Source: an optimization exercise on an open RTL-to-GDS flow (aim: small area, a short achievable clock period and few clock cycles per item). Production flows keep margins and buffers that such runs may drop. Function was checked by simulation only, so behaviour that the tests miss may differ from the original.

==> design/flow/design.v <==
`timescale 1ns / 1ps
package rsc_pkg;
  localparam logic OP_CONVERT = 1'b0;
  localparam logic OP_SET     = 1'b1;
  localparam int unsigned SEC_PER_MIN   = 60;
  localparam int unsigned SEC_PER_HOUR  = 3600;
  localparam int unsigned HOURS_PER_DAY = 24;
  localparam int unsigned LAST_HOUR     = 23;
  localparam int unsigned MONTHS        = 12;
  localparam logic [28:0] HOUR_MUL   = 29'd305419897;
  localparam logic [18:0] DAY_MUL    = 19'd349526;
  localparam logic [10:0] MIN_MUL    = 11'd1093;
  localparam logic [11:0] INV25       = 12'd3113;
  localparam logic [11:0] DIV25_LIMIT = 12'd163;
  typedef struct packed {
    logic        operation;
    logic [31:0] counter_value;
    logic [13:0] set_year;
    logic [3:0]  set_month;
    logic [4:0]  set_day;
    logic [4:0]  set_hour;
    logic [5:0]  set_minute;
    logic [5:0]  set_second;
  } cmd_t;
  typedef struct packed {
    logic [13:0] cur_year;
    logic [3:0]  cur_month;
    logic [4:0]  cur_day;
    logic [4:0]  cur_hour;
    logic [5:0]  cur_minute;
    logic [5:0]  cur_second;
    logic [16:0] counter_load;
  } res_t;
  typedef struct packed {
    logic        operation;
    logic [13:0] set_year;
    logic [3:0]  set_month;
    logic [4:0]  set_day;
    logic [4:0]  set_hour;
    logic [5:0]  set_minute;
    logic [5:0]  set_second;
    logic [16:0] load;
    logic [4:0]  hour;
    logic [5:0]  minute;
    logic [11:0] rest;
  } split_t;
  function automatic logic is_leap(input logic [13:0] year);
    logic [11:0] residue;
    logic        div25;
    residue = year[13:2] * INV25;
    div25   = (residue <= DIV25_LIMIT);
    is_leap = (year[1:0] == 2'd0) && (!div25 || (year[3:2] == 2'd0));
  endfunction
  function automatic logic [4:0] month_days(input logic [13:0] year, input logic [3:0] month);
    logic [4:0] days;
    case (month)
      4'd2: begin
        days = is_leap(year) ? 5'd29 : 5'd28;
      end
      4'd4, 4'd6, 4'd9, 4'd11: begin
        days = 5'd30;
      end
      default: begin
        days = 5'd31;
      end
    endcase
    month_days = days;
  endfunction
endpackage
`timescale 1ns / 1ps
module rsc_split (
  input  logic          clk,
  input  logic          rst,
  input  logic          cmd_valid,
  output logic          cmd_stall,
  input  rsc_pkg::cmd_t cmd,
  output logic          split_valid,
  input  logic          split_stall,
  output rsc_pkg::split_t split
);
  logic        s0_valid;
  rsc_pkg::cmd_t        s0;
  logic        s1_valid;
  rsc_pkg::cmd_t        s1;
  logic [20:0] s1_q;
  logic [16:0] s1_load;
  logic        s2_valid;
  rsc_pkg::cmd_t        s2;
  logic [16:0] s2_load;
  logic [11:0] s2_rest;
  logic [15:0] s2_hq;
  logic [4:0]  s2_q5;
  logic        s0_free;
  logic        s1_free;
  logic        s2_free;
  logic        s3_free;
  logic [56:0] q_prod;
  logic [16:0] load_next;
  logic [11:0] rest_next;
  logic [36:0] hq_prod;
  logic [20:0] min_prod;
  logic [5:0]  minute_next;
  logic [4:0]  hour_next;
  assign s3_free   = !split_valid || !split_stall;
  assign s2_free   = !s2_valid || s3_free;
  assign s1_free   = !s1_valid || s2_free;
  assign s0_free   = !s0_valid || s1_free;
  assign cmd_stall = !s0_free;
  always_comb begin
    q_prod    = 57'(s0.counter_value[31:4]) * 57'(rsc_pkg::HOUR_MUL);
    load_next = 17'(s0.set_hour) * 17'(rsc_pkg::SEC_PER_HOUR)
              + 17'(s0.set_minute) * 17'(rsc_pkg::SEC_PER_MIN)
              + 17'(s0.set_second);
  end
  always_comb begin
    rest_next = 12'(s1.counter_value - 32'(s1_q) * 32'(rsc_pkg::SEC_PER_HOUR));
    hq_prod   = 37'(s1_q[20:3]) * 37'(rsc_pkg::DAY_MUL);
  end
  always_comb begin
    min_prod    = 21'(s2_rest[11:2]) * 21'(rsc_pkg::MIN_MUL);
    minute_next = min_prod[19:14];
    hour_next   = s2_q5 - 5'(s2_hq * 16'(rsc_pkg::HOURS_PER_DAY));
  end
  always_ff @(posedge clk) begin
    if (rst) begin
      s0_valid    <= 1'b0;
      s1_valid    <= 1'b0;
      s2_valid    <= 1'b0;
      split_valid <= 1'b0;
    end else begin
      if (s0_free) s0_valid <= cmd_valid;
      if (s1_free) s1_valid <= s0_valid;
      if (s2_free) s2_valid <= s1_valid;
      if (s3_free) split_valid <= s2_valid;
    end
  end
  always_ff @(posedge clk) begin
    if (s0_free) begin
      s0 <= cmd;
    end
    if (s1_free) begin
      s1      <= s0;
      s1_q    <= q_prod[56:36];
      s1_load <= load_next;
    end
    if (s2_free) begin
      s2      <= s1;
      s2_load <= s1_load;
      s2_rest <= rest_next;
      s2_hq   <= hq_prod[35:20];
      s2_q5   <= s1_q[4:0];
    end
    if (s3_free) begin
      split.operation  <= s2.operation;
      split.set_year   <= s2.set_year;
      split.set_month  <= s2.set_month;
      split.set_day    <= s2.set_day;
      split.set_hour   <= s2.set_hour;
      split.set_minute <= s2.set_minute;
      split.set_second <= s2.set_second;
      split.load       <= s2_load;
      split.hour       <= hour_next;
      split.minute     <= minute_next;
      split.rest       <= s2_rest;
    end
  end
endmodule
`timescale 1ns / 1ps
module rsc_date (
  input  logic            clk,
  input  logic            rst,
  input  logic            split_valid,
  output logic            split_stall,
  input  rsc_pkg::split_t split,
  output logic            res_valid,
  input  logic            res_stall,
  output rsc_pkg::res_t   res
);
  logic [13:0] date_year;
  logic [3:0]  date_month;
  logic [4:0]  date_day;
  logic [4:0]  time_hour;
  logic [5:0]  time_minute;
  logic [5:0]  time_second;
  logic [4:0]  last_hour;
  logic [13:0] date_year_next;
  logic [3:0]  date_month_next;
  logic [4:0]  date_day_next;
  logic [4:0]  time_hour_next;
  logic [5:0]  time_minute_next;
  logic [5:0]  time_second_next;
  logic [4:0]  last_hour_next;
  logic        take;
  logic [5:0]  second;
  logic [5:0]  day_inc;
  logic [4:0]  month_inc;
  assign split_stall = res_valid && res_stall;
  assign take        = split_valid && !split_stall;
  always_comb begin
    second           = 6'(split.rest - 12'(split.minute) * 12'(rsc_pkg::SEC_PER_MIN));
    day_inc          = 6'(date_day) + 6'd1;
    month_inc        = 5'(date_month) + 5'd1;
    date_year_next   = date_year;
    date_month_next  = date_month;
    date_day_next    = date_day;
    time_hour_next   = time_hour;
    time_minute_next = time_minute;
    time_second_next = time_second;
    last_hour_next   = last_hour;
    if (split.operation == rsc_pkg::OP_SET) begin
      date_year_next   = split.set_year;
      date_month_next  = split.set_month;
      date_day_next    = split.set_day;
      time_hour_next   = split.set_hour;
      time_minute_next = split.set_minute;
      time_second_next = split.set_second;
    end else begin
      time_hour_next   = split.hour;
      time_minute_next = split.minute;
      time_second_next = second;
      if (date_year != 14'd0) begin
        if ((split.hour == 5'd0) && (last_hour == 5'(rsc_pkg::LAST_HOUR))) begin
          if (day_inc > {1'b0, rsc_pkg::month_days(date_year, date_month)}) begin
            date_day_next = 5'd1;
            if (month_inc > 5'(rsc_pkg::MONTHS)) begin
              date_month_next = 4'd1;
              date_year_next  = date_year + 14'd1;
            end else begin
              date_month_next = month_inc[3:0];
            end
          end else begin
            date_day_next = day_inc[4:0];
          end
        end
        last_hour_next = split.hour;
      end
    end
  end
  always_ff @(posedge clk) begin
    if (rst) begin
      date_year   <= '0;
      date_month  <= '0;
      date_day    <= '0;
      time_hour   <= '0;
      time_minute <= '0;
      time_second <= '0;
      last_hour   <= '0;
      res_valid   <= 1'b0;
    end else begin
      if (take) begin
        date_year   <= date_year_next;
        date_month  <= date_month_next;
        date_day    <= date_day_next;
        time_hour   <= time_hour_next;
        time_minute <= time_minute_next;
        time_second <= time_second_next;
        last_hour   <= last_hour_next;
      end
      if (!split_stall) res_valid <= split_valid;
    end
  end
  always_ff @(posedge clk) begin
    if (take) begin
      res.cur_year     <= date_year_next;
      res.cur_month    <= date_month_next;
      res.cur_day      <= date_day_next;
      res.cur_hour     <= time_hour_next;
      res.cur_minute   <= time_minute_next;
      res.cur_second   <= time_second_next;
      res.counter_load <= (split.operation == rsc_pkg::OP_SET) ? split.load : 17'd0;
    end
  end
endmodule
`timescale 1ns / 1ps
module rtc_seconds_to_calendar (
  input  logic          clk,
  input  logic          rst,
  input  logic          cmd_valid,
  output logic          cmd_stall,
  input  logic [72:0]   cmd,
  output logic          res_valid,
  input  logic          res_stall,
  output logic [56:0]   res
);
  logic   split_valid;
  logic   split_stall;
  rsc_pkg::split_t split;
  rsc_pkg::cmd_t   cmd_s;
  rsc_pkg::res_t   res_s;
  assign cmd_s = cmd;
  assign res   = res_s;
  rsc_split u_split (
    .clk         (clk),
    .rst         (rst),
    .cmd_valid   (cmd_valid),
    .cmd_stall   (cmd_stall),
    .cmd         (cmd_s),
    .split_valid (split_valid),
    .split_stall (split_stall),
    .split       (split)
  );
  rsc_date u_date (
    .clk         (clk),
    .rst         (rst),
    .split_valid (split_valid),
    .split_stall (split_stall),
    .split       (split),
    .res_valid   (res_valid),
    .res_stall   (res_stall),
    .res         (res_s)
  );
endmodule
==> design/flow/run.sh <==
#!/bin/bash
# synth_recipe.tcl (not shown) runs the flow's synth.tcl, then flattens the netlist and writes it again
# the make line also repeats each setting of config.mk as NAME=value (left out here)
make -C /OpenROAD-flow-scripts/flow DESIGN_CONFIG=/design/flow/config.mk WORK_HOME=/design/flow/orfs CLKGATE_MAP_FILE= SYNTH_SCRIPT=/design/flow/synth_recipe.tcl finish
==> design/flow/config.mk <==
export PLATFORM = sky130hd
export DESIGN_NAME = rtc_seconds_to_calendar
export DESIGN_NICKNAME = rtc_seconds_to_calendar
export VERILOG_FILES = /design/flow/design.v
export SDC_FILE = /design/flow/constraint.sdc
export NUM_CORES = 4
export LEC_CHECK = 0
export CAP_MARGIN = 20
export CORE_MARGIN = 2
export CORE_UTILIZATION = 40
export PLACE_DENSITY = 0.6
export SLEW_MARGIN = 20
==> design/flow/constraint.sdc <==
create_clock -name core_clock -period 7.5 [get_ports {clk}]
set_input_delay 1.5000 -clock core_clock [delete_from_list [all_inputs] [get_ports {clk}]]
set_output_delay 1.5000 -clock core_clock [all_outputs]
set_load 0.01 [all_outputs]
==> run summary <==
-- cell families (layout without fill, tap and decap cells) --
family,count (synthesis),after routing,synth area share [%]
xor gates and xnor gates,106,106,2.80
other,0,3,0
DFF,400,400,34.9
adders and majority gates,930,930,43.1
muxes,28,28,0.909
AOI/OAI and AO/OA,271,271,5.48
and+or+nand+nor,291,291,4.42
buffers and inverters,743,963,8.37
-- state kept, by name, indices dropped and copies added, names as in the netlist, 4 cells and up --
name	flops
u_date.date_day	5
u_date.date_month	4
u_date.date_year	14
u_date.last_hour	5
u_date.res	57
u_split.s0	73
u_split.s1	51
u_split.s1_load	17
u_split.s1_q	21
u_split.s2	39
u_split.s2_load	17
u_split.s2_q5	5
u_split.s2_rest	12
u_split.split	73
-- cell usage after synthesis (15+ instances only) --
| library cell | instances | area [sq um] |
|---|---|---|
| xor2_1 | 28 | 245 |
| edfxtp_1 | 367 | 11000 |
| mux2_2 | 15 | 169 |
| ha_1 | 559 | 6990 |
| nand2_1 | 77 | 289 |
| xnor2_1 | 77 | 674 |
| inv_1 | 711 | 2670 |
| fa_1 | 371 | 7430 |
| nand3_1 | 18 | 90.1 |
| a21o_1 | 36 | 270 |
| clkbuf_1 | 27 | 101 |
| nor2_1 | 70 | 263 |
| nand4_1 | 22 | 138 |
| a21oi_1 | 82 | 410 |
| dfxtp_1 | 33 | 661 |
| and2_1 | 25 | 156 |
| o21ai_0 | 52 | 260 |
-- routing by layer --
layer,global-route usage [%],up-vias,wire (um)
met4,5.53,0,2240
met3,2.61,114,2930
met1,23.0,9810,33300
met2,32.2,321,37800
li1,-,9447,-
met5,0,-,0
-- layout by cell type (no fill, tap or decap), types with 25 or more instances in the layout --
| cell | synthesis | layout |
|---|---|---|
| nand2_1 | 77 | 76 |
| ha_1 | 559 | 559 |
| and2_1 | 25 | 25 |
| nor2_1 | 70 | 70 |
| xor2_1 | 28 | 28 |
| buf_4 | 1 | 27 |
| edfxtp_1 | 367 | 367 |
| a21o_1 | 36 | 36 |
| xnor2_1 | 77 | 77 |
| a21oi_1 | 82 | 82 |
| o21ai_0 | 52 | 52 |
| dfxtp_1 | 33 | 33 |
| clkbuf_16 | 0 | 49 |
| fa_1 | 371 | 371 |
| inv_1 | 711 | 709 |
| clkdlybuf4s50_1 | 0 | 135 |
-- path summary, 6_finish.rpt --
path / startpoint / end / slack [ns]
setup / recovery: u_split.s0[52] / u_split.s1_q[20] / 0.50
hold reg to reg: u_split.s0[40] / u_split.s1[40] / 0.41
setup reg to reg: u_split.s0[52] / u_split.s1_q[20] / 0.50
hold / removal: u_split.s0[40] / u_split.s1[40] / 0.41
-- critical path, cell delays in order, from the launching register on --
cell       delay (ns)
edfxtp_1         0.51
inv_1            0.20
ha_1             0.45
inv_1            0.10
fa_1             0.51
fa_1             0.50
inv_1            0.06
fa_1             0.50
inv_1            0.05
fa_1             0.47
fa_1             0.54
inv_1            0.05
fa_1             0.54
inv_1            0.05
ha_1             0.33
nand3_2          0.11
nor4_4           0.34
nand3_2          0.16
a2111oi_4        0.43
o31ai_4          0.20
o41ai_4          0.40
o21ai_1          0.11
xnor2_1          0.13
-- stage by stage --
| step | std cells | instance area [sq um] |
|---|---|---|
| after global routing | 4072 | 37900 |
| after global placement | 3979 | 36200 |
| after floorplan | 2769 | 33500 |
| after CTS | 4069 | 37800 |
| after detailed placement | 3979 | 36200 |
| final | 4072 | 37900 |
-- final cells by class --
class | count | area (sq um) | area share (%)
antenna | 3 | 7.51 | 0.0198
clock buffer | 60 | 1280 | 3.38
clock inverter | 30 | 308 | 0.813
inverter | 711 | 2670 | 7.05
multi-input combinational | 1626 | 19000 | 50.2
sequential | 400 | 11700 | 30.9
tap | 1080 | 1350 | 3.57
timing repair buffer | 162 | 1550 | 4.11
==> results.sh <==
export IMPL_status="finished clean"
export IMPL_cts_resized=0
export IMPL_hold_viol=0
export IMPL_avgRoutedWirePerCell_um=18.7
export IMPL_clk_pin_slew_ns=0.06
export IMPL_syn_nets=3776
export IMPL_post_route_drc_count=0
export IMPL_ys_seq_elements=400
export IMPL_drt_total_wl_mm=76.3
export IMPL_cts_tree="done"
export IMPL_cts_root_buffer="clkbuf_16"
export IMPL_holdPathStages=0
export IMPL_grt_usage_pct=18.2
export IMPL_htreeDepth=2
export IMPL_cap_violations=0
export IMPL_synth_seq_area_share_pct=34.9
export IMPL_finClkSkew_ns=0.0218
export IMPL_io_buffers=135
export IMPL_dr_total_vias=19692
export IMPL_dr_pass1_iters=5
export IMPL_worst_ep_required_time_ns=7.84
export IMPL_async_flop_share_pct=0
export IMPL_worst_pin_slew_ns=1.05
export IMPL_die_h_um=293
export IMPL_fin_crit_sh_pct=93.3
export IMPL_nNetsFinal=3956
export IMPL_cp_max_fo=7
export IMPL_drv_slew=0
export IMPL_fmax_mhz=143
export IMPL_grt_antenna_before_repair=3
export IMPL_max_slew_margin_rel_pct=30.1
export IMPL_tns_ns=0
export IMPL_post_route_util_pct=45.4
export IMPL_fillCellCount=7613
export IMPL_grt_pass1_wl_mm=120
export IMPL_final_layout_size_suffix_gt1_share_pct=4.75
export IMPL_overflow=0
export IMPL_dp_hpwl_mm=62.4
export IMPL_end_kind="flip-flop"
export IMPL_crit_type="reg2reg"
export IMPL_io_pins=136
export IMPL_core_region_area_sq_um=83300
export IMPL_holdWs_ns=0.412
export IMPL_max_clock_path_buffers=3
export IMPL_core_rowCount=106
export IMPL_cp_arrival_ns=7.33
export IMPL_period_minus_slack_ns=7.00
export IMPL_vias_per_cell=4.84
export IMPL_synthCells=2769
export IMPL_fp_dieArea_sq_um=86000
export IMPL_critPathLaunchType="flip-flop"
export IMPL_netlist_cell_type_count=72
export IMPL_synth_edf_count=367
export IMPL_clkLatencyLatePin_ns=0.60
export IMPL_cts_hold_buf=0
export IMPL_setup_ws_ns=0.503
export IMPL_hold_class="reg2reg"
export IMPL_first_iter_violations=837
export IMPL_place_congestion=0.895
export IMPL_yosys_most_used_dff="edfxtp_1"
export IMPL_fp_dieW_um=293
export IMPL_place_ws_ns=0.490
export IMPL_grt_setup_unrepaired="false"
export IMPL_synth_area_per_cell_sq_um=12.1
export IMPL_start_util_pct=40.2
export IMPL_grt_max_degree=80
export IMPL_grt_pass1_vias=21546
export IMPL_numCtsBuffers=48
export IMPL_syn_cell_area_sq_um=33500
export IMPL_cts_sinks=400
export IMPL_setup_violations=0
export IMPL_area_growth_syn_to_layout_pct=13.1
export IMPL_final_antenna_net_count=0
export IMPL_post_cts_buffers=0
export IMPL_yosys_warnings=2
export IMPL_r2r_cells=22
Testbench counts, summed over its fixed seeds: cycles 32,040, items 32,000.

==> separate check: timing with driven ports <==
The results above use ideal ports. As a check the final layout listed here was re-extracted and re-timed, cells and wires unchanged.
Step 1 sets driving cells, clkbuf_16 on the clock port and buf_2 on the other inputs (assumed; they add their load-dependent delay and slew).
Step 2 times the ports against the registers' clock, not the clock port: input delays grow and output delays shrink by t, the midpoint of the rising clock arrivals with the driver on.
Slacks: ideal ports / drivers / drivers and shift; pairs: ideal ports / drivers.
shift t [ns]: 0.655
slack for setup (ns): 0.503 / 0.503 / 0.503
slew at the worst register clock pin (ns): 0.06 / 0.06
worst data-port slew with drivers (ns): 0.09
After both steps setup and hold are still met in this run. For this run, drivers alone change the setup slack by 0.000 ns; drivers and shift together by 0.000 ns.
